This design comes from an exercise in tuning for small area, a short achievable clock period and few clock cycles on the open sky130 flow, not from production work.
In this exercise RTL edits were held to simulation tests only and were not proved equivalent to the original.
Power is estimated from default activity; no workload was simulated.

[flow/design.v]
package aip_pkg;
	localparam logic [7:0] CH_NUL = 8'h00;
	localparam logic [7:0] CH_ZERO = 8'h30;
	localparam logic [7:0] CH_X = 8'h78;
	localparam logic [7:0] CH_MINUS = 8'h2d;
	localparam logic [4:0] BASE_AUTO = 5'd0;
	localparam logic [4:0] BASE_DEC = 5'd10;
	localparam logic [4:0] BASE_HEX = 5'd16;
endpackage
module aip_core (
	input  logic [63:0] acc,
	input  logic [2:0]  one,
	input  logic [2:0]  two,
	input  logic [1:0]  neg,
	input  logic [3:0]  d,
	output logic [63:0] nxt
);
	logic [63:0] r0, r1, r2;
	logic [64:0] a;
	logic [63:0] x, y;
	assign a = {acc, 1'b0};
	always_comb begin
		for (int j = 0; j < 64; j++) begin
			r0[j] = ~(((one[0] & a[j+1]) | (two[0] & a[j])) ^ neg[0]);
			r1[j] = ~(((one[1] & a[j+1]) | (two[1] & a[j])) ^ neg[1]);
			r2[j] = ~((one[2] & a[j+1]) | (two[2] & a[j]));
		end
	end
	always_comb begin
		x = '1;
		y = '1;
		x[0] = r0[0];
		y[0] = ~d[0];
		x[1] = r0[1];
		y[1] = ~d[1];
		x[2] = r0[2] ^ r1[0] ^ ~d[2];
		y[3] = (r0[2] & r1[0]) | (r0[2] & ~d[2]) | (r1[0] & ~d[2]);
		y[2] = ~neg[1];
		x[3] = r0[3] ^ r1[1] ^ ~d[3];
		y[4] = (r0[3] & r1[1]) | (r0[3] & ~d[3]) | (r1[1] & ~d[3]);
		for (int j = 4; j < 64; j++) begin
			x[j] = r0[j] ^ r1[j-2] ^ r2[j-4];
			if (j < 63)
				y[j+1] = (r0[j] & r1[j-2]) | (r0[j] & r2[j-4]) | (r1[j-2] & r2[j-4]);
		end
	end
	aip_add u_add (
		.x   (x),
		.y   (y),
		.cin (neg[0]),
		.s   (nxt)
	);
endmodule
module aip_add (
	input  logic [63:0] x,
	input  logic [63:0] y,
	input  logic        cin,
	output logic [63:0] s
);
	logic [63:0] p0;
	logic [64:0] g [0:6];
	logic [64:0] p [0:6];
	always_comb begin
		p0 = x ^ y;   
		g[0][0] = cin;
		p[0][0] = 1'b0;
		for (int i = 0; i < 64; i++) begin
			g[0][i+1] = ~(x[i] | y[i]);
			p[0][i+1] = p0[i];
		end
		for (int l = 1; l <= 6; l++) begin
			for (int i = 0; i < 65; i++) begin
				if ((i >> (l-1)) & 1) begin
					g[l][i] = g[l-1][i] | (p[l-1][i] & g[l-1][((i >> (l-1)) << (l-1)) - 1]);
					p[l][i] = p[l-1][i] & p[l-1][((i >> (l-1)) << (l-1)) - 1];
				end else begin
					g[l][i] = g[l-1][i];
					p[l][i] = p[l-1][i];
				end
			end
		end
		for (int i = 0; i < 64; i++)
			s[i] = p0[i] ^ g[6][i];
	end
endmodule
module ascii_integer_parser (
	input  logic                     clk,
	input  logic                     arst_n,
	input  logic                     item_valid,
	output logic                     item_stall,
	input  logic [8:0]               item,
	output logic                     result_valid,
	input  logic                     result_stall,
	output logic [79:0]              result,
	input  logic                     cfg_we,
	input  logic                     cfg_index,
	input  logic [4:0]               cfg_data
);
	logic [4:0]  base_sel_q;
	logic        sgn_q;
	always_ff @(posedge clk or negedge arst_n) begin
		if (!arst_n) begin
			base_sel_q <= aip_pkg::BASE_AUTO;
			sgn_q <= 1'b1;
		end else if (cfg_we) begin
			if (cfg_index) sgn_q <= cfg_data[0];
			else base_sel_q <= cfg_data;
		end
	end
	logic        ph_prefix, ph_zero, ph_auto0, ph_auto0x, ph_digits;
	logic        neg;
	logic [4:0]  base;
	logic        hex;
	logic        op_v;           
	logic        op_ld;          
	logic [2:0]  op_one, op_two;
	logic [1:0]  op_neg;
	logic [3:0]  op_d;
	logic        op_cset;        
	logic [1:0]  op_cval;
	logic        op_cinc;        
	logic        op_emit;
	logic        rv;
	logic        hold;
	logic        take;
	assign hold = op_v && rv && result_stall;
	assign item_stall = hold;
	assign take = item_valid && !hold;
	logic [7:0]  c;
	logic        f;
	assign c = item[8:1];
	assign f = item[0];
	logic        is_dec, is_hl, is_x, is_zero, is_minus, is_nul;
	logic [3:0]  dval;
	assign is_dec = (c[7:4] == 4'h3) && (c[3:0] <= 4'd9);
	assign is_hl = (c[7:6] == 2'b01) && (c[4:3] == 2'b00) && (c[2:0] != 3'd0) && (c[2:0] != 3'd7);
	assign is_x = (c == aip_pkg::CH_X);
	assign is_zero = (c == aip_pkg::CH_ZERO);
	assign is_minus = (c == aip_pkg::CH_MINUS);
	assign is_nul = (c == aip_pkg::CH_NUL);
	assign dval = is_dec ? c[3:0] : (c[3:0] + 4'd9);
	logic        auto_sel;
	logic [4:0]  first_base;
	logic        first_hex;
	assign auto_sel = (base_sel_q == aip_pkg::BASE_AUTO);
	assign first_base = auto_sel ? aip_pkg::BASE_DEC : base_sel_q;
	assign first_hex = (base_sel_q == aip_pkg::BASE_HEX);
	logic [2:0]  b_one, b_two;
	logic [1:0]  b_neg;
	always_comb begin
		b_one[0] = base[0];
		b_two[0] = base[1] & ~base[0];
		b_neg[0] = base[1];
		b_one[1] = base[2] ^ base[1];
		b_two[1] = (base[3] & ~base[2] & ~base[1]) | (~base[3] & base[2] & base[1]);
		b_neg[1] = base[3];
		b_one[2] = base[4] ^ base[3];
		b_two[2] = base[4] & base[3];
	end
	logic        hex_eff, digit;
	logic        n_prefix, n_zero, n_auto0, n_auto0x, n_digits;
	logic        n_neg;
	logic [4:0]  n_base;
	logic        n_hex;
	logic        o_ld;
	logic [2:0]  o_one, o_two;
	logic [1:0]  o_neg;
	logic [3:0]  o_d;
	logic        o_cset;
	logic [1:0]  o_cval;
	logic        o_cinc;
	logic        o_emit;
	always_comb begin
		hex_eff = f ? first_hex : ph_auto0x ? 1'b1 : ph_auto0 ? 1'b0 : hex;
		digit = is_dec || (is_hl && hex_eff);
		n_prefix = ph_prefix;
		n_zero = ph_zero;
		n_auto0 = ph_auto0;
		n_auto0x = ph_auto0x;
		n_digits = ph_digits;
		n_neg = neg;
		n_base = base;
		n_hex = hex;
		o_ld = 1'b0;
		o_one = b_one;
		o_two = b_two;
		o_neg = b_neg;
		o_d = dval;
		o_cset = 1'b0;
		o_cval = 2'd1;
		o_cinc = 1'b0;
		o_emit = 1'b0;
		if (f) begin
			o_ld = 1'b1;
			o_one = 3'd0;
			o_two = 3'd0;
			o_neg = 2'd0;
			o_cset = 1'b1;
			n_prefix = 1'b0;
			n_zero = 1'b0;
			n_auto0 = 1'b0;
			n_auto0x = 1'b0;
			n_digits = 1'b0;
			n_neg = 1'b0;
			n_base = first_base;
			n_hex = first_hex;
			if (auto_sel && is_zero) begin
				o_d = 4'd0;
				n_auto0 = 1'b1;
			end else if (sgn_q && is_minus) begin
				o_d = 4'd0;
				n_neg = 1'b1;
				n_prefix = 1'b1;
			end else if (first_hex && is_zero) begin
				o_d = 4'd0;
				n_zero = 1'b1;
			end else if (digit) begin
				n_digits = 1'b1;
			end else begin
				o_d = 4'd0;
				o_cval = 2'd0;
				o_emit = 1'b1;
			end
		end else if (ph_prefix && hex && is_zero) begin
			o_cinc = 1'b1;
			n_prefix = 1'b0;
			n_zero = 1'b1;
		end else if (ph_zero && is_x) begin
			o_cinc = 1'b1;
			n_zero = 1'b0;
			n_digits = 1'b1;
		end else if (ph_auto0 && is_x) begin
			n_auto0 = 1'b0;
			n_auto0x = 1'b1;
		end else if (ph_auto0x && is_nul) begin
			n_base = aip_pkg::BASE_DEC;
			n_hex = 1'b0;
			n_auto0x = 1'b0;
			o_emit = 1'b1;
		end else if (ph_prefix || ph_zero || ph_auto0 || ph_auto0x || ph_digits) begin
			if (ph_auto0) begin
				n_base = aip_pkg::BASE_DEC;
				n_hex = 1'b0;
			end
			if (ph_auto0x) begin
				n_base = aip_pkg::BASE_HEX;
				n_hex = 1'b1;
				o_cset = 1'b1;
				o_cval = 2'd2;
			end
			n_prefix = 1'b0;
			n_zero = 1'b0;
			n_auto0 = 1'b0;
			n_auto0x = 1'b0;
			if (digit) begin
				o_ld = 1'b1;
				if (ph_auto0x) o_cval = 2'd3;
				else o_cinc = 1'b1;
				n_digits = 1'b1;
			end else begin
				o_ld = neg;
				o_one = 3'b001;
				o_two = 3'd0;
				o_neg = 2'b01;
				o_d = 4'd0;
				o_emit = 1'b1;
				n_digits = 1'b0;
			end
		end
	end
	always_ff @(posedge clk or negedge arst_n) begin
		if (!arst_n) begin
			ph_prefix <= 1'b0;
			ph_zero <= 1'b0;
			ph_auto0 <= 1'b0;
			ph_auto0x <= 1'b0;
			ph_digits <= 1'b0;
		end else if (take) begin
			ph_prefix <= n_prefix;
			ph_zero <= n_zero;
			ph_auto0 <= n_auto0;
			ph_auto0x <= n_auto0x;
			ph_digits <= n_digits;
		end
	end
	always_ff @(posedge clk) begin
		if (take) begin
			neg <= n_neg;
			base <= n_base;
			hex <= n_hex;
		end
	end
	always_ff @(posedge clk or negedge arst_n) begin
		if (!arst_n) begin
			op_v <= 1'b0;
		end else if (!hold) begin
			op_v <= take && (o_ld || o_cset || o_cinc || o_emit);
		end
	end
	always_ff @(posedge clk) begin
		if (!hold) begin
			op_ld <= take && o_ld;
			op_one <= o_one;
			op_two <= o_two;
			op_neg <= o_neg;
			op_d <= o_d;
			op_cset <= take && o_cset;
			op_cval <= o_cval;
			op_cinc <= take && o_cinc;
			op_emit <= take && o_emit;
		end
	end
	logic [63:0] acc;
	logic [63:0] acc_nxt;
	logic [15:0] cnt;
	aip_core u_core (
		.acc (acc),
		.one (op_one),
		.two (op_two),
		.neg (op_neg),
		.d   (op_d),
		.nxt (acc_nxt)
	);
	always_ff @(posedge clk) begin
		if (op_ld && !hold) acc <= acc_nxt;
		if (!hold) begin
			if (op_cset) cnt <= {14'd0, op_cval};
			else if (op_cinc && cnt != 16'hFFFF) cnt <= cnt + 16'd1;
		end
	end
	always_ff @(posedge clk or negedge arst_n) begin
		if (!arst_n) rv <= 1'b0;
		else if (!(rv && result_stall)) rv <= op_v && op_emit;
	end
	assign result_valid = rv;
	assign result = {acc, cnt};
endmodule
[flow/constraint.sdc]
create_clock -name core_clock -period 9.0 [get_ports {clk}]
set_input_delay 1.8000 -clock core_clock [delete_from_list [all_inputs] [get_ports {clk}]]
set_output_delay 1.8000 -clock core_clock [all_outputs]
set_load 0.01 [all_outputs]
[flow/config.mk]
export PLATFORM = sky130hd
export DESIGN_NAME = ascii_integer_parser
export DESIGN_NICKNAME = ascii_integer_parser
export VERILOG_FILES = /design/flow/design.v
export SDC_FILE = /design/flow/constraint.sdc
export NUM_CORES = 4
export LEC_CHECK = 0
export ABC_CLOCK_PERIOD_IN_PS = 4000
export CAP_MARGIN = 20
export CORE_MARGIN = 2
export CORE_UTILIZATION = 65
export CTS_BUF_LIST = sky130_fd_sc_hd__clkbuf_4 sky130_fd_sc_hd__clkbuf_8
export SETUP_SLACK_MARGIN = 4.5
export SLEW_MARGIN = 20
[flow/flow/run.sh]
#!/bin/bash
# The standard layout, with plain buf_1 cells as the port buffers instead of the
# delay buffers buffer_ports picks by default.
set -euo pipefail
bash standard.sh "BUFFER_PORTS_ARGS=-buffer_cell sky130_fd_sc_hd__buf_1" finish > make_finish.log 2>&1
[flow/standard.sh]
#!/bin/bash
# synth_recipe.tcl (not shown) runs the flow's synth.tcl, then flattens the netlist and writes it again
# the make line also repeats each setting of config.mk as NAME=value (left out here)
make -C /OpenROAD-flow-scripts/flow DESIGN_CONFIG=/design/flow/config.mk WORK_HOME=/design/flow/orfs CLKGATE_MAP_FILE= SYNTH_SCRIPT=/design/flow/synth_recipe.tcl "${@:-finish}"
==> results of run 1 <==
-- sequential cells by signal, summed over array words and instances, names as in the netlist, 2 cells and up --
signal,flops
op_d,4
op_one,3
acc,64
op_neg,2
cnt,16
base,5
op_cval,2
op_two,3
base_sel_q,5
-- report_power, final --
group / total (µW) / leakage, µW / switching, µW / internal [µW]
Combinational: 2800 / 0.00375 / 1570 / 1230
Sequential: 1270 / 0.00119 / 332 / 938
Clock: 580 / 0.000235 / 223 / 356
-- cells in the final DEF, fill, tap and decap left out, types with 12 or more instances in the layout --
cell type  count
a22o_1        36
fa_1          66
nand3_1       18
and3_1        12
xor2_1        79
o21ai_0       17
a21oi_1       39
clkbuf_8      20
ha_1          64
a22oi_1      137
nor2_1        64
dfrtp_1       12
xnor2_1      113
buf_1        101
nand2_1       51
inv_1         81
edfxtp_1     105
buf_4         17
-- metal layers --
layer	GRT usage (%)	vias to the layer above
met5	0	-
met4	10.7	0
met3	5.78	51
met2	48.6	438
met1	43.6	4599
li1	-	4325
-- logic make-up after synthesis --
group,share of synthesized area (%)
and+or+nand+nor,8.58
AOI/OAI and AO/OA,21.5
DFF,30.3
adders and majority gates,18.9
muxes,0.958
xor gates and xnor gates,14.9
buffers and inverters,4.80
-- final cells by class --
type,count,area share (%)
well taps,225,2.15
flip-flops and latches,118,26.6
clock inverters,9,1.34
inverters,81,2.32
repair buffers,133,6.12
multi-input cells,876,59.2
clock buffers,23,2.23
-- through the flow --
stage	area, µm²	instances	total power, µW	hold slack, ps
2_1_floorplan	11500	1140	3160	439
3_3_place_gp	12000	1414	3770	480
3_5_place_dp	12000	1414	3800	447
4_1_cts	12600	1456	4410	480
5_1_grt	13100	1465	5010	500
6_report	13100	1465	4650	474
-- worst paths after layout --
kind | from | to | slack [ps] | depth (start not counted)
worst max-delay path | op_two[0] | acc[50] | 4580 | 16
worst min-delay path | op_emit | rv | 470 | 1
worst max register to register | op_two[0] | acc[50] | 4580 | 16
worst min register to register | op_emit | rv | 470 | 1
max in group asynchronous | arst_n | ph_auto0 | 7130 | 1
min in group asynchronous | arst_n | ph_auto0x | 1400 | 1
-- repair_timing --
item | 4_1_cts | 5_1_grt
setup buffers | 9 | 6
hold buffers | 0 | 0
pin swaps | 0 | 14
gates resized for setup | 16 | 62
cloned | 1 | 3
endpoints found under the setup margin | 46 | 28
==> run notes, run 1 <==
Outcome = finished clean
Later-pin clock latency in the skew report = 450 ps
Post-route ant nets = 0
Post-DP HPWL = 18.7 mm
Final core occ = 75.6%
Total global routing overflow = 0
Worst setup SP type = register
Dpl ws = 3740 ps
Area growth, synth to finish = 13.9%
Initial DRC Count = 891
Met1 wire length = 12.7 mm
Met2 wire length = 13.9 mm
Site Rows = 48
Port bufs = 101
Chip width = 137 µm
Max-slew violations = 0
Ports = 102
MaxCap Viol Count = 0
H-tree levels = 4
Cell family with the largest share of critical-path delay = compound AO/OA/AOI/OAI gates
Critical Path, Cell by Cell = buf_12 > a22oi_1 > xor2_1 > fa_1 > inv_1 > ha_1 > or3_4 > a2111oi_4 > o22ai_4 > o21ai_4 > a21oi_4 > o21ai_2 > nand3_4 > a211oi_4 > nor2_1 > a311o_1
Via/cell ratio = 6.43
Final Cycle Share = 49.1%
Fill count = 1308
Routed len/inst = 20.2 µm
Die span in y = 137 µm
Top_reg_cell synth = edfxtp_1
Pin count of the biggest net entering global routing = 60
Routed vias = 9413
Post-synth net total = 1294
RSZ-0062 raised after global routing = yes
Seq cells post-synth = 118
Pwr dens = 355 nW/µm²
Final hold violation count = 0
DR pass1 iterations = 6
Setup ws final = 4580 ps
Endpoints failing setup = 0
Final GP Congestion = 0.904
Syn Inst Count = 1140
Reg clk slew, reported paths = 70 ps
Worst path max stage delay = 550 ps
Register area = 3480 µm²
Synth top cells by count = 148 x a22oi_1, 117 x xnor2_1, 105 x edfxtp_1
CP bufs+invs = 2
Multi-input gate area = 7750 µm²
Worst Setup Path Type = reg -> reg
Static leakage = 0.00518 µW
Longest Clk Path Bufs = 2
F_max = 226 MHz
# DRC = 0
Synth Cell Area = 11500 µm²
Slew HR = 46.1%
Data arrival, critical path = 4610 ps
Met3 wire length = 2.25 mm
Ant diodes = 0
Synth area leader = edfxtp_1
Synth area leaders = edfxtp_1 27%, fa_1 11%, a22oi_1 9.7%
Initial Utilization = 66.4%
Post-route setup TNS = 0 ps
Vias in the first global route = 8907
Aggregate routed wire length = 29.6 mm
CP max-delay cell = fa_1
CTS tree = built
Worst Max-Slew Pin Slew = 808 ps
CP required = 9190 ps
Core Region = 17300 µm²
TritonCTS Buffers = 17
Clock sink count = 118
Peak VDD IR = 0.000172 V
Post-synth top area share = 27.4%
Syn avg cell area = 10.1 µm²
Number of flops mapped to enable cells by yosys = 105
Global-route wire length before repair = 45.7 mm
Layout cells sized above 1 = 10.7%
Sequential fraction of the synthesis area = 30.3%
Initial antenna violation count = 0
CP max FO = 12
CTS Root Cell = clkbuf_8
Most common cell in the netlist = a22oi_1
Crit path time final = 4420 ps
Distinct cells, synth = 72
Final setup skew = 20.2 ps
Async set or reset register ratio after synthesis = 11.0%
Fin nets = 1381
CP Capture Type = register
GRT Util Overall = 31.1%
Max Used Layer = met4
Warnings from Yosys = 5
DIE AREA = 18800 µm²
Hold Crit Class = reg -> reg
Testbench counts, summed over its fixed seeds: cycles 48,268.
==> run 2, diff against run 1 <==
==> flow/config.mk (replaced) <==
export PLATFORM = sky130hd
export DESIGN_NAME = ascii_integer_parser
export DESIGN_NICKNAME = ascii_integer_parser
export VERILOG_FILES = /design/flow/design.v
export SDC_FILE = /design/flow/constraint.sdc
export NUM_CORES = 4
export LEC_CHECK = 0
export CAP_MARGIN = 20
export CORE_MARGIN = 2
export CORE_UTILIZATION = 50
export SETUP_SLACK_MARGIN = 4.6
export SLEW_MARGIN = 20
==> run notes, run 2 <==
Outcome = finished clean
Routed len/inst = 19.9 µm (-1.5%)
Data arrival, critical path = 4480 ps (-130 ps)
MaxCap Viol Count = 0 (unchanged)
# DRC = 0 (unchanged)
Crit path time final = 4320 ps (-98.8 ps)
GRT met2 Usage = 39.5% (-9.1 points)
Post-route ant nets = 0 (unchanged)
Static leakage = 0.00521 µW (+0.42%)
Post-synth top area share = 27.4% (unchanged)
Layout cells sized above 1 = 10.8% (+0.063 points)
Sequential fraction of the synthesis area = 30.3% (unchanged)
CP required = 9160 ps (-30 ps)
Site Rows = 55 (+15%)
F_max = 232 MHz (+2.3%)
CP Capture Type = register
Async set or reset register ratio after synthesis = 11.0% (unchanged)
Grt peak-use layer = met2
H-tree levels = 4 (unchanged)
GRT Util Overall = 24.6% (-6.5 points)
Dpl ws = 3770 ps (+25.2 ps)
Synth area leader = edfxtp_1
Vias in the first global route = 9130 (+2.5%)
Fill count = 2004 (+53%)
Ant diodes = 0 (unchanged)
Routed vias = 9238 (-1.9%)
Layout Cells excl Fill = 1527 (+4.2%)
Endpoints failing setup = 0 (unchanged)
RSZ-0062 raised after global routing = yes
Top flop regs = acc x64, cnt x16
Longest Clk Path Bufs = 2 (unchanged)
CTS tree = built
Initial antenna violation count = 0 (unchanged)
Total global routing overflow = 0 (unchanged)
Top_reg_cell synth = edfxtp_1
Worst Max-Slew Pin Slew = 951 ps (+143 ps)
Initial Utilization = 50.9% (-16 points)
Number of flops mapped to enable cells by yosys = 105 (unchanged)
Max-slew violations = 0 (unchanged)
Warnings from Yosys = 5 (unchanged)
Final setup skew = 16.8 ps (-3.38 ps)
M3 GR Usage = 4.19% (-1.6 points)
Synth area leaders = edfxtp_1 27%, fa_1 11%, a22oi_1 9.7%
Clock sink count = 118 (unchanged)
Multi-input gate area = 7710 µm² (-0.55%)
Final GP Congestion = 0.828 (-8.3%)
Hold-fix buffers at CTS = 0 (unchanged)
Ports = 102 (unchanged)
Final hold violation count = 0 (unchanged)
Final core occ = 58.7% (-17 points)
Reg clk slew, reported paths = 60 ps (about the same)
Worst Setup Path Type = reg -> reg
Post-DP HPWL = 19.1 mm (+2.4%)
Area growth, synth to finish = 15.3%
Global-route wire length before repair = 47.8 mm (+4.6%)
Core Region = 22600 µm² (+30%)
Hold Crit Class = reg -> reg
CTS Root Cell = clkbuf_16
Final Cycle Share = 48.0% (-1.1 points)
Aggregate routed wire length = 30.3 mm (+2.6%)
Most frequent cells in the layout = 144 x a22oi_1, 117 x xnor2_1, 105 x edfxtp_1, 100 x buf_1, 80 x inv_1
Seq cells post-synth = 118 (unchanged)
Via/cell ratio = 6.05 (-5.8%)
Fin nets = 1383 (+0.14%)
Later-pin clock latency in the skew report = 420 ps (-30 ps)
Die span in y = 156 µm (+14%)
Dpl cell area = 12100 µm² (+0.71%)
Post-synth net total = 1294 (unchanged)
Largest Register = acc
Post-route setup TNS = 0 ps (unchanged)
Most common cell in the netlist = a22oi_1
WHS Path Cells = 1 (unchanged)
Met1 Resource Use GR = 34.7% (-8.9 points)
Peak VDD IR = 0.000157 V (-9.0%)
Register area = 3480 µm² (unchanged)
Synth top cells by count = 148 x a22oi_1, 117 x xnor2_1, 105 x edfxtp_1
DR pass1 iterations = 5 (-1)
Synth Cell Area = 11500 µm² (unchanged)
Worst setup SP type = register
Port bufs = 101 (unchanged)
Max reg flops = 64 (unchanged)
Placed cell count = 1474 (+4.2%)
Syn avg cell area = 10.1 µm² (unchanged)
DIE AREA = 24200 µm² (+29%)
Most common cell after layout, fill and taps aside = a22oi_1
Distinct cells, synth = 72 (unchanged)
FF-to-FF path depth = 16 (unchanged)
Slew HR = 36.6% (-9.5 points)
Fin area = 13200 µm² (+1.3%)
TritonCTS Buffers = 17 (unchanged)
Initial DRC Count = 601 (-33%)
Setup ws final = 4680 ps (+98.8 ps)
Pin count of the biggest net entering global routing = 67 (+12%)
CP max FO = 24 (+12)
Pwr dens = 358 nW/µm² (+0.64%)
Chip width = 156 µm (+14%)
Syn Inst Count = 1140 (unchanged)
==> run 2: timing repair <==
action                     CTS  global route
pin swaps                    2            17
cloned                       2             4
setup endpoints to repair   48            35
resized for setup           25            50
buffers inserted             4            11
==> run 2: logic make-up after synthesis <==
logic type / after synthesis / share of synthesized area (%)
adders and majority gates: 134 / 18.9
DFF: 118 / 30.3
buffers and inverters: 146 / 4.80
AOI/OAI and AO/OA: 330 / 21.5
muxes: 10 / 0.958
and+or+nand+nor: 206 / 8.58
xor gates and xnor gates: 196 / 14.9
==> run 2: per-layer routing <==
layer / vias up / wire, µm
li1: 4349 / -
met2: 298 / 14400
met4: 0 / 388
met5: - / 0
met1: 4562 / 13800
met3: 29 / 1660
==> run 2: power by group <==
part | internal, µW | leakage (µW) | switching (µW)
combinational | 1230 | 0.00373 | 1560
clock | 392 | 0.000281 | 299
sequential | 938 | 0.00119 | 314
total | 2560 | 0.00521 | 2180
==> run 2: stage by stage <==
stage          hold slack, ps  power (µW)
2_1_floorplan             439        3160
3_3_place_gp              470        3800
3_5_place_dp              474        3820
4_1_cts                   505        4570
5_1_grt                   540        5130
6_report                  505        4740
==> run 2: path summary, 6_finish.rpt <==
kind | startpoint | slack (ps) | endpoint
min in group asynchronous | arst_n | 1410 | base_sel_q[3]
hold reg to reg | op_emit | 510 | rv
setup reg to reg | op_two[0] | 4680 | acc[61]
hold / removal | op_emit | 510 | rv
setup / recovery | op_two[0] | 4680 | acc[61]
max in group asynchronous | arst_n | 7130 | ph_auto0x
==> run 2: cell type report <==
class                   count  share of cell area (%)
inverters                  81                    2.29
clock buffers              17                    3.21
multi-input cells         877                    58.2
flip-flops and latches    118                    26.3
repair buffers            134                    6.19
well taps                 285                    2.69
clock inverters            15                    1.17
==> run 2: critical path: stages (launching register included) <==
cell and delay (ps):
edfxtp_1 390, buf_4 190, buf_4 150, clkbuf_16 200
a22oi_1 220, xor2_1 120, fa_1 550, inv_1 50
ha_1 340, and3_4 180, a311o_1 380, o311a_1 370
o41a_4 480, nand2_2 100, nand2_1 100, a21oi_2 160
xnor2_1 70
==> run 3, diff against run 2 <==
--- a/flow/config.mk
+++ b/flow/config.mk
@@ -7,6 +7,6 @@
 export LEC_CHECK = 0
 export CAP_MARGIN = 20
 export CORE_MARGIN = 2
-export CORE_UTILIZATION = 50
-export SETUP_SLACK_MARGIN = 4.6
+export CORE_UTILIZATION = 40
+export SETUP_SLACK_MARGIN = 4.7
 export SLEW_MARGIN = 20
==> run notes, run 3 <==
Final core occ = 50.0% (-8.7 points)
Final setup skew = 17.1 ps (+0.329 ps)
Async set or reset register ratio after synthesis = 11.0% (unchanged)
Syn Inst Count = 1140 (unchanged)
Slew HR = 34.0% (-2.6 points)
Fin nets = 1407 (+1.7%)
Most frequent cells in the layout = 112 x xnor2_1, 109 x a22oi_1, 105 x edfxtp_1, 101 x buf_1, 80 x inv_1
Number of flops mapped to enable cells by yosys = 105 (unchanged)
# DRC = 0 (unchanged)
Worst reg2reg path endpoint = acc[57]
Top_reg_cell synth = edfxtp_1
Routed vias = 9476 (+2.6%)
CP required = 9180 ps (+20 ps)
Post-route setup TNS = 0 ps (unchanged)
FF-to-FF path depth = 17 (+1)
Endpoints failing setup = 0 (unchanged)
Most common cell in the netlist = a22oi_1
Static leakage = 0.00543 µW (+4.3%)
Post-DP HPWL = 19.3 mm (+0.88%)
Final Cycle Share = 47.1% (-0.86 points)
MaxCap Viol Count = 0 (unchanged)
Syn avg cell area = 10.1 µm² (unchanged)
R2r setup slk = 4760 ps (+80 ps)
Data arrival, critical path = 4410 ps (-70 ps)
Top flop regs = acc x64, cnt x16
Reg clk slew, reported paths = 70 ps (about the same)
Dpl ws = 3810 ps (+43.4 ps)
Total global routing overflow = 0 (unchanged)
Post-route ant nets = 0 (unchanged)
Port bufs = 101 (unchanged)
GRT Util Overall = 20.7% (-3.9 points)
Proportion of synthesized area in mux cells = 0.958% (unchanged)
Worst Setup SP = op_one[0]
Adder-Cell Fraction of Synth Area = 18.9% (unchanged)
Post-synth top area share = 27.4% (unchanged)
Global-route wire length before repair = 50.2 mm (+5.0%)
Seq cells post-synth = 118 (unchanged)
Register area = 3480 µm² (unchanged)
Layout Cells excl Fill = 1650 (+8.1%)
Worst path max stage delay = 500 ps (-50 ps)
Routed len/inst = 20.1 µm (+0.95%)
CP max FO = 16 (-33%)
Worst r2r src = op_one[0]
XOR/XNOR Fraction of Synth Area = 14.9% (unchanged)
Peak VDD IR = 0.000169 V (+8.2%)
Max reg flops = 64 (unchanged)
Vias in the first global route = 9352 (+2.4%)
Setup ws final = 4760 ps (+77.6 ps)
Largest family of logic cells by synthesized area = compound AO/OA/AOI/OAI gates
Distinct cells, synth = 72 (unchanged)
Critical Path, Cell by Cell = buf_6 > clkbuf_16 > a22oi_1 > xnor2_1 > fa_1 > ha_1 > nand4_1 > nor4_4 > buf_4 > buf_4 > nand2_1 > a31oi_2 > o311a_1 > o41a_4 > o21a_1 > nor2_1 > xnor2_1
Fill count = 2606 (+30%)
Core Region = 28500 µm² (+26%)
DIE AREA = 30100 µm² (+24%)
Post-synth net total = 1294 (unchanged)
Post-synthesis simple-gate area fraction = 8.58% (unchanged)
H-tree levels = 4 (unchanged)
Hold-fix buffers at CTS = 0 (unchanged)
Most common cell after layout, fill and taps aside = xnor2_1
Hold Crit Class = reg -> reg
Complex-gate fraction of the synthesized area = 21.5% (unchanged)
Initial DRC Count = 722 (+20%)
CP bufs+invs = 4 (unchanged)
Worst setup SP type = register
Initial antenna violation count = 0 (unchanged)
Dpl cell area = 12200 µm² (+0.92%)
F_max = 236 MHz (+1.8%)
Synth area leaders = edfxtp_1 27%, fa_1 11%, a22oi_1 9.7%
Final GP Congestion = 0.833 (+0.53%)
Synth area leader = edfxtp_1
Area growth, synth to finish = 23.9%
RSZ-0062 raised after global routing = yes
Aggregate routed wire length = 33.1 mm (+9.1%)
DR pass1 iterations = 7 (+2)
Fin area = 14200 µm² (+7.5%)
Placed cell count = 1572 (+6.6%)
Crit path time final = 4240 ps (-77.6 ps)
Chip width = 173 µm (+11%)
Final hold violation count = 0 (unchanged)
Worst Setup Path Type = reg -> reg
Longest Clk Path Bufs = 2 (unchanged)
Via/cell ratio = 5.74 (-5.1%)
CTS tree = built
Largest Register = acc
CTS Root Cell = clkbuf_16
Pin count of the biggest net entering global routing = 65 (-3.0%)
Die span in y = 173 µm (+11%)
Number of cells on the critical path = 17 (+1)
Max-slew violations = 0 (unchanged)
Pwr dens = 359 nW/µm² (+0.32%)
Initial Utilization = 40.4% (-11 points)
Outcome = finished clean
Setup crit end = acc[57]
Site Rows = 62 (+13%)
Synth top cells by count = 148 x a22oi_1, 117 x xnor2_1, 105 x edfxtp_1
CP Capture Type = register
Clock sink count = 118 (unchanged)
Ports = 102 (unchanged)
Worst Max-Slew Pin Slew = 990 ps (+39.6 ps)
Multi-input gate area = 8250 µm² (+7.0%)
TritonCTS Buffers = 17 (unchanged)
Ant diodes = 0 (unchanged)
Cell family with the largest share of critical-path delay = compound AO/OA/AOI/OAI gates
Later-pin clock latency in the skew report = 430 ps (about the same)
CP max-delay cell = fa_1
Synth Cell Area = 11500 µm² (unchanged)
Warnings from Yosys = 5 (unchanged)
Layout cells sized above 1 = 17.9% (+7.1 points)
Sequential fraction of the synthesis area = 30.3% (unchanged)
==> run 3: cell count changes in the layout (fill, tap and decap cells not counted), sizes merged <==
cell / previous run / this run
clkinv: 1 / 5
buf: 128 / 150
inv: 92 / 88
bufbuf: 1 / 3
==> run 3: worst min path at each step <==
stage                     cells past startpoint  to  slack [ps]    start
after floorplan                               1  rv         440  op_emit
after global placement                        1  rv         460  op_emit
after detailed placement                      1  rv         480  op_emit
after CTS                                     1  rv         480  op_emit
after global routing                          1  rv         500  op_emit
final                                         1  rv         480  op_emit
==> run 3: area by class of cell <==
| cell class | count | share of cell area (%) |
|---|---|---|
| repair buffers | 158 | 8.11 |
| flip-flops and latches | 118 | 24.4 |
| well taps | 384 | 3.37 |
| multi-input cells | 877 | 57.9 |
| clock inverters | 15 | 1.01 |
| inverters | 81 | 2.14 |
| clock buffers | 17 | 2.99 |
==> run 3: worst register-to-register path, delay by kind of cell, from the launching register on <==
family | cells | cell delay (ps)
buffers and inverters | 4 | 630
flip-flops | 1 | 450
AO/OA/AOI/OAI | 5 | 1260
AND/OR/NAND/NOR | 4 | 490
adder cells (fa/ha/maj) | 2 | 870
XOR/XNOR | 2 | 290
==> run 3: per-stage QoR <==
stage,hold WS [ps],total power (µW)
2_1_floorplan,439,3160
3_3_place_gp,461,3780
3_5_place_dp,475,3820
4_1_cts,483,4620
5_1_grt,496,5490
6_report,476,5110
==> run 3: repair_timing <==
item / in CTS / in global routing
pin swaps: 10 / 68
setup buffers: 12 / 22
gates resized for setup: 44 / 113
cloned: 6 / 6
endpoints found under the setup margin: 49 / 35
==> run 3: metal layers <==
layer	GRT usage [%]	share of wire, %
met4	6.67	2.7
met3	3.95	6.2
met2	34.4	48
met1	27.4	43
met5	0	0
==> run 3: cells by family after synthesis <==
group           count (synthesis)
compound gates                330
simple gates                  206
xor+xnor                      196
buf+inv                       146
fa+ha+maj                     134
flops                         118
mux                            10
==> run 3: where the power goes <==
| group | switching, µW | total (µW) | internal (µW) |
|---|---|---|---|
| logic | 1670 | 3130 | 1460 |
| clock network | 294 | 680 | 386 |
| registers | 357 | 1300 | 939 |
| total | 2320 | 5110 | 2790 |
==> run 4, diff against run 3 <==
--- a/flow/config.mk
+++ b/flow/config.mk
@@ -5,8 +5,9 @@
 export SDC_FILE = /design/flow/constraint.sdc
 export NUM_CORES = 4
 export LEC_CHECK = 0
+export ABC_CLOCK_PERIOD_IN_PS = 4000
 export CAP_MARGIN = 20
 export CORE_MARGIN = 2
 export CORE_UTILIZATION = 40
-export SETUP_SLACK_MARGIN = 4.7
+export SETUP_SLACK_MARGIN = 4.5
 export SLEW_MARGIN = 20
==> run notes, run 4 <==
Async set or reset register ratio after synthesis = 11.0% (unchanged)
Post-synth net total = 1294 (unchanged)
GRT Util Overall = 19.5% (-1.3 points)
Pin count of the biggest net entering global routing = 67 (+3.1%)
# DRC = 0 (unchanged)
H-tree levels = 4 (unchanged)
Seq cells post-synth = 118 (unchanged)
Worst Max-Slew Pin Slew = 965 ps (-24.7 ps)
Met1 Resource Use GR = 25.7% (-1.7 points)
M3 GR Usage = 3.53% (-0.42 points)
Synth area leaders = edfxtp_1 27%, fa_1 11%, a22oi_1 9.7%
Power share of the clock group = 14.3% (+1.0 points)
Max reg flops = 64 (unchanged)
Fin nets = 1372 (-2.5%)
Ant diodes = 0 (unchanged)
CTS tree = built
Ports = 102 (unchanged)
Total global routing overflow = 0 (unchanged)
Sw frac = 46.1% (+0.66 points)
Final Total Pwr = 4580 µW (-10%)
Site Rows = 62 (unchanged)
DR pass1 iterations = 8 (+1)
Global-route wire length before repair = 47.6 mm (-5.1%)
Placed cell count = 1572 (unchanged)
CP required = 7200 ps (-1980 ps)
Number of flops mapped to enable cells by yosys = 105 (unchanged)
Initial antenna violation count = 0 (unchanged)
Final setup skew = 11.7 ps (-5.46 ps)
Slew HR = 35.6% (+1.6 points)
Grt peak-use layer = met2
Synth area leader = edfxtp_1
Final hold violation count = 0 (unchanged)
Syn Inst Count = 1140 (unchanged)
Initial Utilization = 40.4% (unchanged)
F_max = 228 MHz (-3.2%)
Reg clk slew, reported paths = 60 ps (about the same)
Final core occ = 46.2% (-3.8 points)
Final Cycle Share = 48.7% (+1.6 points)
Worst setup SP type = input pin
Post-route setup TNS = 0 ps (unchanged)
Crit path time final = 4380 ps (+140 ps)
Most frequent cells in the layout = 145 x a22oi_1, 115 x xnor2_1, 105 x edfxtp_1, 101 x buf_1, 81 x inv_1
RSZ-0062 raised after global routing = yes
Syn avg cell area = 10.1 µm² (unchanged)
Largest Register = acc
Via/cell ratio = 5.68 (-1.0%)
CP max FO = 22 (+6)
Peak VDD IR = 0.000165 V (-2.6%)
Chip width = 173 µm (unchanged)
Fill count = 2712 (+4.1%)
Core Region = 28500 µm² (unchanged)
CTS Root Cell = clkbuf_16
Longest Clk Path Bufs = 2 (unchanged)
CP max-delay cell = nand3_4
CP Capture Type = output pin
Vias in the first global route = 9192 (-1.7%)
Top_reg_cell synth = edfxtp_1
Aggregate routed wire length = 29.8 mm (-10%)
Final GP Congestion = 0.813 (-2.3%)
Post-route ant nets = 0 (unchanged)
Post-synth top area share = 27.4% (unchanged)
Die span in y = 173 µm (unchanged)
Dpl cell area = 12200 µm² (about the same)
MaxCap Viol Count = 0 (unchanged)
Most used cell, CP = buf_1
Comb pwr share = 58.2% (-3.1 points)
Synth Cell Area = 11500 µm² (unchanged)
Area growth, synth to finish = 14.5%
Later-pin clock latency in the skew report = 430 ps (about the same)
Sequential fraction of the synthesis area = 30.3% (unchanged)
Hold-fix buffers at CTS = 0 (unchanged)
Warnings from Yosys = 5 (unchanged)
Static leakage = 0.00513 µW (-5.5%)
Endpoints failing setup = 0 (unchanged)
Most common cell after layout, fill and taps aside = a22oi_1
DIE AREA = 30100 µm² (unchanged)
Pwr dens = 348 nW/µm² (-3.0%)
Distinct cells, synth = 72 (unchanged)
Layout cells sized above 1 = 8.53% (-9.3 points)
Post-DP HPWL = 19.2 mm (-0.39%)
Routed vias = 9180 (-3.1%)
Clock sink count = 118 (unchanged)
GRT met2 Usage = 32.8% (-1.7 points)
Outcome = finished clean
Worst Setup Path Type = in -> out
Most common cell in the netlist = a22oi_1
Hold Crit Class = reg -> reg
Initial DRC Count = 655 (-9.3%)
TritonCTS Buffers = 17 (unchanged)
Top flop regs = acc x64, cnt x16
Synth top cells by count = 148 x a22oi_1, 117 x xnor2_1, 105 x edfxtp_1
Internal power = 2470 µW (-11%)
Routed len/inst = 18.4 µm (-8.1%)
Max-slew violations = 0 (unchanged)
NetSw = 2110 µW (-9.1%)
Port bufs = 101 (unchanged)
Fin area = 13200 µm² (-7.6%)
Layout Cells excl Fill = 1615 (-2.1%)
Seq pwr share = 27.5% (+2.1 points)
Data arrival, critical path = 2580 ps (-1830 ps)
Worst path max stage delay = 270 ps (-230 ps)
Critical Path, Cell by Cell = buf_1 > nand3_4 > inv_1 > buf_1
-- run 4: cell counts after synthesis --
No cell type changed its count.
-- run 4: worst max-delay path, delay by kind of cell --
kind,cells,cell delay (ps)
buffers and inverters,3,510
AND/OR/NAND/NOR,1,270
-- run 4: cell type report --
| class | count | area, µm² | area share (%) |
|---|---|---|---|
| clock buffers | 17 | 425 | 3.23 |
| clock inverters | 15 | 119 | 0.903 |
| inverters | 81 | 304 | 2.31 |
| multi-input cells | 876 | 7620 | 57.9 |
| flip-flops and latches | 118 | 3480 | 26.4 |
| well taps | 384 | 480 | 3.65 |
| repair buffers | 124 | 736 | 5.59 |
-- run 4: power groups by stage --
stage / registers (µW) / logic, µW / clock network (µW)
floorplan: 1220 / 1940 / 0
global placement: 1260 / 2520 / 0
detailed placement: 1260 / 2560 / 0
CTS: 1250 / 2580 / 668
global route: 1290 / 3000 / 691
finish: 1260 / 2670 / 656
-- run 4: worst paths after layout --
kind | from | endpoint | slack [ps] | cells after the start
worst max-delay path | result_stall | item_stall | 4620 | 4
worst min-delay path | op_emit | rv | 470 | 1
worst max register to register | op_neg[0] | acc[50] | 4670 | 16
worst min register to register | op_emit | rv | 470 | 1
max in group asynchronous | arst_n | op_v | 7110 | 1
min in group asynchronous | arst_n | ph_zero | 1410 | 1
-- run 4: stage by stage --
step	worst slack (ps)	hold slack [ps]
after floorplan	4590	439
after global placement	3930	463
after detailed placement	3930	465
after CTS	4490	475
after global routing	4480	506
final	4620	468
-- run 4: cell families (layout without fill, tap and decap cells) --
kind of cell	Yosys count	after routing	synth area share (%)
buf+inv	146	237	4.80
fa+ha+maj	134	134	18.9
mux	10	10	0.958
xor+xnor	196	196	14.9
flops	118	118	30.3
simple gates	206	206	8.58
compound gates	330	330	21.5
-- run 4: what timing repair did --
action | in CTS | in global routing
setup endpoints to repair | 41 | 27
pin swaps | 0 | 8
gates cloned | 0 | 5
buffers inserted | 1 | 5
resized for setup | 21 | 36
-- run 4: per-layer routing --
metal	wire, µm	up-vias
met3	1560	37
met1	13300	4558
met2	14500	266
met4	457	0
li1	-	4319
met5	0	-
==> run 5, diff against run 4 <==
--- a/flow/config.mk
+++ b/flow/config.mk
@@ -5,9 +5,11 @@
 export SDC_FILE = /design/flow/constraint.sdc
 export NUM_CORES = 4
 export LEC_CHECK = 0
-export ABC_CLOCK_PERIOD_IN_PS = 4000
 export CAP_MARGIN = 20
 export CORE_MARGIN = 2
 export CORE_UTILIZATION = 40
+export CTS_BUF_LIST = sky130_fd_sc_hd__clkbuf_8
+export CTS_CLUSTER_DIAMETER = 70
+export CTS_CLUSTER_SIZE = 28
 export SETUP_SLACK_MARGIN = 4.5
 export SLEW_MARGIN = 20
==> run notes, run 5 <==
Outcome = finished clean
Largest Register = acc
Worst Max-Slew Pin Slew = 981 ps (+15.5 ps)
Seq cells post-synth = 118 (unchanged)
Post-synth top area share = 27.4% (unchanged)
Final Total Pwr = 4400 µW (-4.0%)
Peak VDD IR = 0.000115 V (-30%)
Max reg flops = 64 (unchanged)
Synth area leader = edfxtp_1
Top flop regs = acc x64, cnt x16
MaxCap Viol Count = 0 (unchanged)
Aggregate routed wire length = 29.9 mm (+0.30%)
Worst Setup Path Type = in -> out
Worst Setup SP = result_stall
Area growth, synth to finish = 12.9%
HP Start = op_emit
Worst setup SP type = input pin
F_max = 228 MHz (about the same)
Static leakage = 0.00505 µW (-1.6%)
Syn Inst Count = 1140 (unchanged)
Ant diodes = 0 (unchanged)
Vias in the first global route = 9155 (-0.40%)
Final hold violation count = 0 (unchanged)
Die span in y = 173 µm (unchanged)
Sequential fraction of the synthesis area = 30.3% (unchanged)
Pin count of the biggest net entering global routing = 67 (unchanged)
Synth Cell Area = 11500 µm² (unchanged)
Synth area leaders = edfxtp_1 27%, fa_1 11%, a22oi_1 9.7%
CP max-delay cell = nand3_4
Later-pin clock latency in the skew report = 460 ps (+30 ps)
Final Cycle Share = 48.6% (about the same)
GRT Util Overall = 19.3% (-0.17 points)
Total global routing overflow = 0 (unchanged)
Post-route ant nets = 0 (unchanged)
Via/cell ratio = 5.70 (+0.23%)
CP Capture Type = output pin
Number of flops mapped to enable cells by yosys = 105 (unchanged)
H-tree levels = 4 (unchanged)
RSZ-0062 raised after global routing = yes
Worst r2r src = op_neg[0]
Syn avg cell area = 10.1 µm² (unchanged)
Most frequent cells in the layout = 145 x a22oi_1, 115 x xnor2_1, 105 x edfxtp_1, 101 x buf_1, 81 x inv_1
Final setup skew = 19.8 ps (+8.16 ps)
Clock sink count = 118 (unchanged)
Sw frac = 47.6% (+1.4 points)
Fin nets = 1372 (unchanged)
GRT met2 Usage = 32.6% (-0.13 points)
Seq pwr share = 28.6% (+1.1 points)
Layout Cells excl Fill = 1615 (unchanged)
Site Rows = 62 (unchanged)
Most common cell in the netlist = a22oi_1
Reg clk slew, reported paths = 80 ps (+20 ps)
Worst path max stage delay = 270 ps (about the same)
CTS tree = built
Routed len/inst = 18.5 µm (+0.30%)
Data arrival, critical path = 2580 ps (about the same)
CP max FO = 22 (unchanged)
CTS Root Cell = clkbuf_8
Max-slew violations = 0 (unchanged)
Internal power = 2310 µW (-6.5%)
Initial Utilization = 40.4% (unchanged)
Grt peak-use layer = met2
Final GP Congestion = 0.813 (unchanged)
Dpl ws = 3930 ps (unchanged)
Post-DP HPWL = 19.2 mm (unchanged)
Most used cell, CP = buf_1
Crit path time final = 4380 ps (-1.82 ps)
Cell family with the largest share of critical-path delay = buffers and inverters
Hold Crit Class = reg -> reg
Post-route setup TNS = 0 ps (unchanged)
Warnings from Yosys = 5 (unchanged)
Initial antenna violation count = 0 (unchanged)
TritonCTS Buffers = 17 (unchanged)
Setup ws final = 4620 ps (+1.82 ps)
Most common cell after layout, fill and taps aside = a22oi_1
DIE AREA = 30100 µm² (unchanged)
Top_reg_cell synth = edfxtp_1
Initial DRC Count = 745 (+14%)
Pwr dens = 339 nW/µm² (-2.6%)
Async set or reset register ratio after synthesis = 11.0% (unchanged)
Post-synth net total = 1294 (unchanged)
Port bufs = 101 (unchanged)
# DRC = 0 (unchanged)
Chip width = 173 µm (unchanged)
Comb pwr share = 60.7% (+2.5 points)
Met1 Resource Use GR = 25.6% (-0.098 points)
DR pass1 iterations = 8 (unchanged)
Longest Clk Path Bufs = 2 (unchanged)
Global-route wire length before repair = 47.4 mm (-0.55%)
Critical Path, Cell by Cell = buf_1 > nand3_4 > inv_1 > buf_1
Fill count = 2730 (+0.66%)
Slew HR = 34.6% (-1.0 points)
Distinct cells, synth = 72 (unchanged)
Power share of the clock group = 10.6% (-3.7 points)
Endpoints failing setup = 0 (unchanged)
CP required = 7200 ps (about the same)
Core Region = 28500 µm² (unchanged)
Placed cell count = 1572 (unchanged)
Layout cells sized above 1 = 8.61% (+0.081 points)
Ports = 102 (unchanged)
M3 GR Usage = 3.27% (-0.26 points)
Routed vias = 9201 (+0.23%)
Synth top cells by count = 148 x a22oi_1, 117 x xnor2_1, 105 x edfxtp_1
CP bufs+invs = 3 (unchanged)
NetSw = 2090 µW (-1.0%)
Final core occ = 45.6% (-0.65 points)
## run 5: cell counts after synthesis
Identical to the previous run, type by type.
## run 5: final timing paths
| kind | slack [ps] | end | cells past startpoint |
|---|---|---|---|
| max | 4620 | item_stall | 4 |
| min | 480 | rv | 1 |
| max reg2reg | 4680 | acc[50] | 16 |
| min reg2reg | 480 | rv | 1 |
| max in group asynchronous | 7120 | op_v | 1 |
| min in group asynchronous | 1390 | base_sel_q[2] | 1 |
## run 5: timing repair
item | in CTS | in global routing
resized for setup | 20 | 38
pin swaps | 0 | 7
hold buffers | 0 | 0
buffers inserted | 1 | 5
endpoints found under the setup margin | 41 | 30
gates cloned | 0 | 5
## run 5: cells by family (layout without fill, tap and decap cells)
family,count (synthesis),count (layout),synth area share (%)
xor+xnor,196,196,14.9
flops,118,118,30.3
simple gates,206,206,8.58
buf+inv,146,237,4.80
mux,10,10,0.958
compound gates,330,330,21.5
fa+ha+maj,134,134,18.9
## run 5: routing by layer
metal | share of wire [%] | vias up
met5 | 0 | -
met4 | 1.5 | 0
met3 | 5.0 | 38
met2 | 49 | 271
met1 | 44 | 4580
li1 | - | 4312
## run 5: power by group through the flow
stage	logic [µW]	registers [µW]	clock network, µW
5_1_grt	3010	1290	502
4_1_cts	2580	1250	481
2_1_floorplan	1940	1220	0
3_3_place_gp	2520	1260	0
6_report	2670	1260	467
3_5_place_dp	2560	1260	0
## run 5: layout make-up
cell class | instances | area [µm²] | area share (%)
clock buffer | 17 | 234 | 1.80
clock inverter | 15 | 119 | 0.916
inverter | 81 | 304 | 2.34
multi-input combinational | 876 | 7620 | 58.8
sequential | 118 | 3480 | 26.8
tap | 384 | 480 | 3.70
timing repair buffer | 124 | 736 | 5.67
## run 5: stage by stage
stage,area [µm²],hold slack [ps]
2_1_floorplan,11500,439
3_3_place_gp,12200,463
3_5_place_dp,12200,465
4_1_cts,12600,477
5_1_grt,13000,509
6_report,13000,476
==> run 6, diff against run 5 <==
--- a/flow/config.mk
+++ b/flow/config.mk
@@ -9,7 +9,7 @@
 export CORE_MARGIN = 2
 export CORE_UTILIZATION = 40
 export CTS_BUF_LIST = sky130_fd_sc_hd__clkbuf_8
-export CTS_CLUSTER_DIAMETER = 70
-export CTS_CLUSTER_SIZE = 28
+export CTS_CLUSTER_DIAMETER = 50
+export CTS_CLUSTER_SIZE = 20
 export SETUP_SLACK_MARGIN = 4.5
 export SLEW_MARGIN = 20
==> run notes, run 6 <==
Hold Crit Class = reg -> reg
Most common cell in the netlist = a22oi_1
Fill count = 2730 (unchanged)
Slew HR = 34.6% (unchanged)
Data arrival, critical path = 2580 ps (about the same)
Layout cells sized above 1 = 8.61% (unchanged)
Pin count of the biggest net entering global routing = 67 (unchanged)
Fin nets = 1372 (unchanged)
RSZ-0062 raised after global routing = yes
Top_reg_cell synth = edfxtp_1
Initial antenna violation count = 0 (unchanged)
Final hold violation count = 0 (unchanged)
Global-route wire length before repair = 47.4 mm (unchanged)
Max-slew violations = 0 (unchanged)
Later-pin clock latency in the skew report = 460 ps (about the same)
Most common cell after layout, fill and taps aside = a22oi_1
Core Region = 28500 µm² (unchanged)
Chip width = 173 µm (unchanged)
Max reg flops = 64 (unchanged)
Post-synth net total = 1294 (unchanged)
Async set or reset register ratio after synthesis = 11.0% (unchanged)
Static leakage = 0.00505 µW (unchanged)
F_max = 228 MHz (unchanged)
Post-route setup TNS = 0 ps (unchanged)
Longest Clk Path Bufs = 2 (unchanged)
Routed vias = 9201 (unchanged)
CP max FO = 22 (unchanged)
Initial Utilization = 40.4% (unchanged)
Die span in y = 173 µm (unchanged)
Synth Cell Area = 11500 µm² (unchanged)
Pwr dens = 339 nW/µm² (unchanged)
Post-synth top area share = 27.4% (unchanged)
# DRC = 0 (unchanged)
GRT Util Overall = 19.3% (unchanged)
Worst setup SP type = input pin
Distinct cells, synth = 72 (unchanged)
Peak VDD IR = 0.000115 V (unchanged)
Number of flops mapped to enable cells by yosys = 105 (unchanged)
DR pass1 iterations = 8 (unchanged)
Via/cell ratio = 5.70 (unchanged)
Area growth, synth to finish = 12.9% (unchanged)
Vias in the first global route = 9155 (unchanged)
Synth area leaders = edfxtp_1 27%, fa_1 11%, a22oi_1 9.7%
Syn Inst Count = 1140 (unchanged)
Final Total Pwr = 4400 µW (unchanged)
Clock sink count = 118 (unchanged)
Port bufs = 101 (unchanged)
Synth area leader = edfxtp_1
Warnings from Yosys = 5 (unchanged)
Final GP Congestion = 0.813 (unchanged)
Reg clk slew, reported paths = 80 ps (about the same)
Synth top cells by count = 148 x a22oi_1, 117 x xnor2_1, 105 x edfxtp_1
Endpoints failing setup = 0 (unchanged)
DIE AREA = 30100 µm² (unchanged)
Post-route ant nets = 0 (unchanged)
Final Cycle Share = 48.6% (unchanged)
TritonCTS Buffers = 17 (unchanged)
Ports = 102 (unchanged)
Sequential fraction of the synthesis area = 30.3% (unchanged)
MaxCap Viol Count = 0 (unchanged)
H-tree levels = 4 (unchanged)
Initial DRC Count = 745 (unchanged)
Routed len/inst = 18.5 µm (unchanged)
Post-DP HPWL = 19.2 mm (unchanged)
Worst Setup Path Type = in -> out
Most frequent cells in the layout = 145 x a22oi_1, 115 x xnor2_1, 105 x edfxtp_1, 101 x buf_1, 81 x inv_1
Final setup skew = 19.8 ps (unchanged)
Ant diodes = 0 (unchanged)
Worst Max-Slew Pin Slew = 981 ps (unchanged)
CTS Root Cell = clkbuf_8
Top flop regs = acc x64, cnt x16
Site Rows = 62 (unchanged)
Syn avg cell area = 10.1 µm² (unchanged)
CP required = 7200 ps (about the same)
Total global routing overflow = 0 (unchanged)
Seq cells post-synth = 118 (unchanged)
Outcome = finished clean
Crit path time final = 4380 ps (unchanged)
CP Capture Type = output pin
Largest Register = acc
CTS tree = built
Aggregate routed wire length = 29.9 mm (unchanged)
-- run 6: cell counts after synthesis --
Identical to the previous run, type by type.
-- run 6: power by group --
part           switching (µW)  internal, µW  leakage [µW]
logic                    1500          1170       0.00370
clock network             272           196      0.000166
registers                 323           937       0.00119
-- run 6: logic make-up after synthesis --
group                    count (synthesis)  synth area share, %
AO/OA/AOI/OAI                          330                 21.5
AND/OR/NAND/NOR                        206                 8.58
XOR/XNOR                               196                 14.9
buffers and inverters                  146                 4.80
adder cells (fa/ha/maj)                134                 18.9
flip-flops                             118                 30.3
multiplexers                            10                0.958
-- run 6: cell type report --
type                       count  area, µm²  share of cell area (%)
multi-input combinational    876       7620                    58.8
tap                          384        480                    3.70
sequential                   118       3480                    26.8
clock inverter                15        119                   0.916
inverter                      81        304                    2.34
clock buffer                  17        234                    1.80
timing repair buffer         124        736                    5.67
-- run 6: path summary, 6_finish.rpt --
check | startpoint | endpoint | slack [ps] | cells past startpoint
worst max-delay path | result_stall | item_stall | 4620 | 4
worst min-delay path | op_emit | rv | 480 | 1
worst max register to register | op_neg[0] | acc[50] | 4680 | 16
worst min register to register | op_emit | rv | 480 | 1
max in group asynchronous | arst_n | op_v | 7120 | 1
min in group asynchronous | arst_n | base_sel_q[2] | 1390 | 1
-- run 6: per-stage QoR --
stage	instance area, µm²	hold slack [ps]	util (%)	setup WS, ps	std cells
after global placement	12200	463	42.8	3930	1572
after floorplan	11500	439	-	4590	1140
after detailed placement	12200	465	42.8	3930	1572
final	13000	476	45.6	4620	1615
after CTS	12600	477	44.4	4480	1605
after global routing	13000	509	45.6	4480	1615
-- run 6: what timing repair did --
item	4_1_cts	5_1_grt
pin swaps	0	7
gates resized for setup	20	38
endpoints found under the setup margin	41	30
setup buffers	1	5
cloned	0	5
hold buffers	0	0
-- run 6: critical path, stage by stage --
cell     delay, ps
buf_1          150
nand3_4        270
inv_1          170
buf_1          190
-- run 6: layer usage --
| metal | part of all wire, % | vias to the layer above | wire [µm] | global-route usage (%) |
|---|---|---|---|---|
| met5 | 0 | - | 0 | 0 |
| met2 | 49 | 271 | 14600 | 32.6 |
| met3 | 5.0 | 38 | 1510 | 3.27 |
| met4 | 1.5 | 0 | 449 | 5.23 |
| li1 | - | 4312 | - | - |
| met1 | 44 | 4580 | 13300 | 25.6 |
==> run 7, diff against run 6 <==
--- a/flow/config.mk
+++ b/flow/config.mk
@@ -7,9 +7,9 @@
 export LEC_CHECK = 0
 export CAP_MARGIN = 20
 export CORE_MARGIN = 2
-export CORE_UTILIZATION = 40
+export CORE_UTILIZATION = 55
 export CTS_BUF_LIST = sky130_fd_sc_hd__clkbuf_8
 export CTS_CLUSTER_DIAMETER = 50
 export CTS_CLUSTER_SIZE = 20
-export SETUP_SLACK_MARGIN = 4.5
+export SETUP_SLACK_MARGIN = 4.6
 export SLEW_MARGIN = 20
==> run notes, run 7 <==
Port bufs = 101 (unchanged)
Top flop regs = acc x64, cnt x16
Core Region = 20400 µm² (-28%)
Synth area leaders = edfxtp_1 27%, fa_1 11%, a22oi_1 9.7%
Most common cell after layout, fill and taps aside = a22oi_1
Post-route setup TNS = 0 ps (unchanged)
Worst Setup Path Type = reg -> reg
GRT Util Overall = 26.8% (+7.5 points)
Area growth, synth to finish = 15.8%
Ant diodes = 0 (unchanged)
Slew HR = 45.9% (+11 points)
MaxCap Viol Count = 0 (unchanged)
Placed cell count = 1459 (-7.2%)
Post-DP HPWL = 19.2 mm (about the same)
Outcome = finished clean
Final setup skew = 18.7 ps (-1.15 ps)
Pwr dens = 347 nW/µm² (+2.4%)
Distinct cells, synth = 72 (unchanged)
Data arrival, critical path = 4490 ps (+1910 ps)
Post-synth net total = 1294 (unchanged)
Initial DRC Count = 574 (-23%)
Syn Inst Count = 1140 (unchanged)
Worst r2r src = op_one[2]
CP max FO = 60 (+170%)
Grt peak-use layer = met2
F_max = 234 MHz (+2.3%)
RSZ-0062 raised after global routing = yes
GRT met2 Usage = 42.8% (+10 points)
Initial antenna violation count = 0 (unchanged)
Top_reg_cell synth = edfxtp_1
CTS Root Cell = clkbuf_8
Synth top cells by count = 148 x a22oi_1, 117 x xnor2_1, 105 x edfxtp_1
Total global routing overflow = 0 (unchanged)
Initial Utilization = 56.4% (+16 points)
Async set or reset register ratio after synthesis = 11.0% (unchanged)
H-tree levels = 4 (unchanged)
Layout cells sized above 1 = 13.3% (+4.7 points)
TritonCTS Buffers = 17 (unchanged)
FF-to-FF path depth = 15 (-1)
Clock sink count = 118 (unchanged)
Final Cycle Share = 47.6% (-1.1 points)
R2r setup slk = 4720 ps (+40 ps)
Hold EP = rv
CP Capture Type = register
Routed len/inst = 20.0 µm (+7.9%)
Met1 Resource Use GR = 37.9% (+12 points)
DIE AREA = 22100 µm² (-27%)
Worst reg2reg path endpoint = acc[50]
Max-slew violations = 0 (unchanged)
Final core occ = 65.4% (+20 points)
Post-route ant nets = 0 (unchanged)
Synth area leader = edfxtp_1
CTS tree = built
Ports = 102 (unchanged)
Final hold violation count = 0 (unchanged)
Hold-fix buffers at CTS = 0 (unchanged)
Post-synth top area share = 27.4% (unchanged)
Hold Crit Class = reg -> reg
Routed vias = 9225 (+0.26%)
Most common cell in the netlist = a22oi_1
Worst setup SP type = register
Die span in y = 149 µm (-14%)
Most frequent cells in the layout = 132 x a22oi_1, 117 x xnor2_1, 105 x edfxtp_1, 100 x buf_1, 80 x inv_1
Layout Cells excl Fill = 1522 (-5.8%)
M3 GR Usage = 4.05% (+0.78 points)
WHS Path Cells = 1 (unchanged)
# DRC = 0 (unchanged)
Synth Cell Area = 11500 µm² (unchanged)
Crit path time final = 4280 ps (-98.0 ps)
Seq cells post-synth = 118 (unchanged)
Longest Clk Path Bufs = 2 (unchanged)
Worst Max-Slew Pin Slew = 812 ps (-169 ps)
HP Start = op_emit
Global-route wire length before repair = 47.1 mm (-0.47%)
Number of flops mapped to enable cells by yosys = 105 (unchanged)
CP required = 9210 ps (+2010 ps)
Via/cell ratio = 6.06 (+6.4%)
Fin nets = 1393 (+1.5%)
Pin count of the biggest net entering global routing = 61 (-9.0%)
Syn avg cell area = 10.1 µm² (unchanged)
Fill count = 1721 (-37%)
Warnings from Yosys = 5 (unchanged)
DR pass1 iterations = 5 (-3)
Largest Register = acc
Vias in the first global route = 9051 (-1.1%)
Final GP Congestion = 0.864 (+6.2%)
Aggregate routed wire length = 30.4 mm (+1.7%)
Sequential fraction of the synthesis area = 30.3% (unchanged)
Max reg flops = 64 (unchanged)
Static leakage = 0.00519 µW (+2.8%)
Later-pin clock latency in the skew report = 460 ps (about the same)
Peak VDD IR = 0.000152 V (+32%)
Site Rows = 52 (-16%)
Reg clk slew, reported paths = 80 ps (about the same)
Endpoints failing setup = 0 (unchanged)
Chip width = 149 µm (-14%)
-- run 7: cell counts after synthesis --
No cell type changed its count.
-- run 7: where the power goes --
part	total [µW]	internal [µW]	switching [µW]	leakage, µW
clock	493	247	246	0.000196
combinational	2860	1280	1570	0.00380
sequential	1270	937	333	0.00119
-- run 7: layout make-up --
type / instances / area [µm²] / share of cell area, %
clock inverter: 15 / 154 / 1.16
multi-input combinational: 877 / 7890 / 59.3
timing repair buffer: 144 / 915 / 6.87
tap: 270 / 338 / 2.54
clock buffer: 17 / 234 / 1.76
inverter: 81 / 304 / 2.28
sequential: 118 / 3480 / 26.1
-- run 7: routing by layer --
metal / up-vias / routed length [µm]
met5: - / 0
met3: 32 / 1800
met1: 4565 / 13700
met2: 285 / 14500
li1: 4343 / -
met4: 0 / 403
-- run 7: through the flow --
stage,power [µW],worst slack (ps),area [µm²],hold slack (ps)
6_report,4620,4720,13300,508
5_1_grt,5000,4530,13300,529
4_1_cts,4340,4570,12700,513
3_5_place_dp,3810,3690,12100,466
3_3_place_gp,3790,3780,12100,482
2_1_floorplan,3160,4720,11500,439
-- run 7: worst max path at each step --
| stage | from | cells after the start | to | slack (ps) |
|---|---|---|---|---|
| floorplan | op_one[0] | 17 | acc[50] | 4720 |
| global placement | op_one[0] | 16 | acc[50] | 3780 |
| detailed placement | op_one[0] | 16 | acc[50] | 3690 |
| CTS | op_two[0] | 16 | acc[50] | 4570 |
| global route | op_one[0] | 17 | acc[50] | 4530 |
| finish | op_one[2] | 15 | acc[50] | 4720 |
-- run 7: what timing repair did --
action	CTS	global route
buffers inserted	16	9
cloned	2	4
resized for setup	22	77
endpoints found under the setup margin	45	30
pin swaps	1	32
hold endpoints to repair	0	0
-- run 7: logic make-up after synthesis --
kind of cell    share of synthesized area [%]
compound gates                           21.5
simple gates                             8.58
xor+xnor                                 14.9
buf+inv                                  4.80
fa+ha+maj                                18.9
flops                                    30.3
mux                                     0.958
-- run 7: critical path: stages (launching register included) --
cell and delay, ps:
edfxtp_1 340, buf_6 440, a22oi_1 190, fa_1 520, inv_1 40, ha_1 210, or3_4 420, o32ai_2 230
o22ai_2 170, o21ai_2 260, a21oi_4 80, o21ai_2 180, nand3_4 130, a211oi_4 350, nor2_2 90, a311o_1 350
==> run 8, diff against run 7 <==
--- a/flow/config.mk
+++ b/flow/config.mk
@@ -11,5 +11,5 @@
 export CTS_BUF_LIST = sky130_fd_sc_hd__clkbuf_8
 export CTS_CLUSTER_DIAMETER = 50
 export CTS_CLUSTER_SIZE = 20
-export SETUP_SLACK_MARGIN = 4.6
+export SETUP_SLACK_MARGIN = 4.35
 export SLEW_MARGIN = 20
==> run notes, run 8 <==
Outcome = finished clean
Pwr dens = 344 nW/µm² (-0.83%)
Final hold violation count = 0 (unchanged)
Post-synth top area share = 27.4% (unchanged)
Worst reg2reg path endpoint = acc[50]
Final GP Congestion = 0.879 (+1.7%)
Site Rows = 52 (unchanged)
Hold Crit Class = reg -> reg
Aggregate routed wire length = 27.9 mm (-8.0%)
Most frequent cells in the layout = 148 x a22oi_1, 117 x xnor2_1, 105 x edfxtp_1, 101 x buf_1, 81 x inv_1
Largest Register = acc
Longest Clk Path Bufs = 2 (unchanged)
Synth Cell Area = 11500 µm² (unchanged)
CTS Root Cell = clkbuf_8
DR pass1 iterations = 5 (unchanged)
Final setup skew = 21.4 ps (+2.71 ps)
HP Start = op_emit
Post-synth net total = 1294 (unchanged)
Grt peak-use layer = met2
Worst r2r src = op_one[0]
CP max-delay cell = fa_1
R2r setup slk = 4590 ps (-130 ps)
Top flop regs = acc x64, cnt x16
MaxCap Viol Count = 0 (unchanged)
Routed len/inst = 18.6 µm (-6.7%)
Fin nets = 1371 (-1.6%)
RSZ-0062 raised after global routing = yes
Number of cells on the critical path = 16 (+1)
Warnings from Yosys = 5 (unchanged)
H-tree levels = 4 (unchanged)
Reg clk slew, reported paths = 80 ps (about the same)
Most common cell after layout, fill and taps aside = a22oi_1
Most common cell in the netlist = a22oi_1
Fill count = 1802 (+4.7%)
Critical Path, Cell by Cell = buf_8 > a22oi_1 > xor2_1 > fa_1 > inv_1 > ha_1 > or3_4 > a2111oi_4 > o22ai_2 > nor2b_2 > a21oi_2 > o21ai_2 > nand3_2 > a211oi_4 > nor2_1 > a311o_1
Ports = 102 (unchanged)
Die span in y = 149 µm (unchanged)
# DRC = 0 (unchanged)
Endpoints failing setup = 0 (unchanged)
Initial Utilization = 56.4% (unchanged)
DIE AREA = 22100 µm² (unchanged)
Layout cells sized above 1 = 7.72% (-5.6 points)
Final Cycle Share = 49.0% (+1.5 points)
F_max = 227 MHz (-3.0%)
Distinct cells, synth = 72 (unchanged)
Multi-input gate area = 7510 µm² (-4.8%)
Dpl cell area = 12100 µm² (about the same)
Total global routing overflow = 0 (unchanged)
Synth area leaders = edfxtp_1 27%, fa_1 11%, a22oi_1 9.7%
Worst Max-Slew Pin Slew = 793 ps (-18.6 ps)
Synth area leader = edfxtp_1
Cell family with the largest share of critical-path delay = compound AO/OA/AOI/OAI gates
Global-route wire length before repair = 47.4 mm (+0.45%)
Syn avg cell area = 10.1 µm² (unchanged)
Crit path time final = 4410 ps (+134 ps)
Number of flops mapped to enable cells by yosys = 105 (unchanged)
Setup ws final = 4590 ps (-134 ps)
Via/cell ratio = 6.09 (+0.43%)
GRT met2 Usage = 41.8% (-0.97 points)
Initial antenna violation count = 0 (unchanged)
Post-route setup TNS = 0 ps (unchanged)
Worst Setup Path Type = reg -> reg
Routed vias = 9131 (-1.0%)
TritonCTS Buffers = 17 (unchanged)
Syn Inst Count = 1140 (unchanged)
Met1 Resource Use GR = 38.8% (+0.84 points)
Peak VDD IR = 0.000139 V (-8.7%)
Async set or reset register ratio after synthesis = 11.0% (unchanged)
Clock sink count = 118 (unchanged)
CTS tree = built
Register area = 3480 µm² (unchanged)
==> run 8: changes by cell type in the layout (fill, tap and decap cells not counted), sizes merged <==
cell	change
buf	-17
bufinv	-1
clkbuf	-3
clkinv	-1
clkinvlp	+4
inv	-3
nand3	-1
==> run 8: repair_timing <==
item / CTS / global route
gates resized for setup: 6 / 20
setup buffers: 9 / 0
endpoints found under the setup margin: 41 / 15
==> run 8: worst max-delay path by stage <==
stage,from,endpoint,slack [ps]
floorplan,result_stall,item_stall,4590
global placement,op_one[2],acc[29],3830
detailed placement,op_two[0],acc[63],3830
CTS,op_neg[1],acc[29],4370
global route,op_one[1],acc[29],4260
finish,op_one[0],acc[50],4590
==> run 8: worst reg2reg max path: cells and delay by family (launching register included) <==
kind / cells / cell delay (ps)
AND/OR/NAND/NOR: 4 / 880
buffers and inverters: 2 / 370
flip-flops: 1 / 400
adder cells (fa/ha/maj): 2 / 750
AO/OA/AOI/OAI: 7 / 1600
XOR/XNOR: 1 / 180
==> run 8: through the flow <==
step	instances	hold slack, ps	utilization, %
after floorplan	1140	439	-
after global placement	1459	476	59.2
after detailed placement	1459	455	59.2
after CTS	1500	502	61.5
after global routing	1500	538	61.9
final	1500	502	61.9
==> run 8: kinds of logic (layout without fill, tap and decap cells) <==
family / Yosys count / count (layout) / share of synthesized area, %
xor gates and xnor gates: 196 / 196 / 14.9
buffers and inverters: 146 / 236 / 4.80
muxes: 10 / 10 / 0.958
AOI/OAI and AO/OA: 330 / 330 / 21.5
DFF: 118 / 118 / 30.3
and+or+nand+nor: 206 / 206 / 8.58
adders and majority gates: 134 / 134 / 18.9
==> run 8: layout make-up <==
cell class,count,share of cell area (%)
Clock buffer,18,1.97
Clock inverter,14,1.02
Inverter,81,2.41
Multi-Input combinational cell,876,59.6
Sequential cell,118,27.6
Tap cell,270,2.68
Timing Repair Buffer,123,4.75
==> run 8: layer usage <==
| layer | routed length, µm | share of wire (%) | up-vias |
|---|---|---|---|
| met4 | 489 | 1.8 | 0 |
| li1 | - | - | 4307 |
| met1 | 12600 | 45 | 4404 |
| met2 | 12800 | 46 | 384 |
| met3 | 2050 | 7.3 | 36 |
| met5 | 0 | 0 | - |
==> run 8: power breakdown <==
group          total [µW]  leakage (µW)  switching, µW  internal (µW)
clock network         475      0.000173            248            226
registers            1260       0.00119            319            937
logic                2610       0.00361           1470           1140
total                4340       0.00498           2040           2300
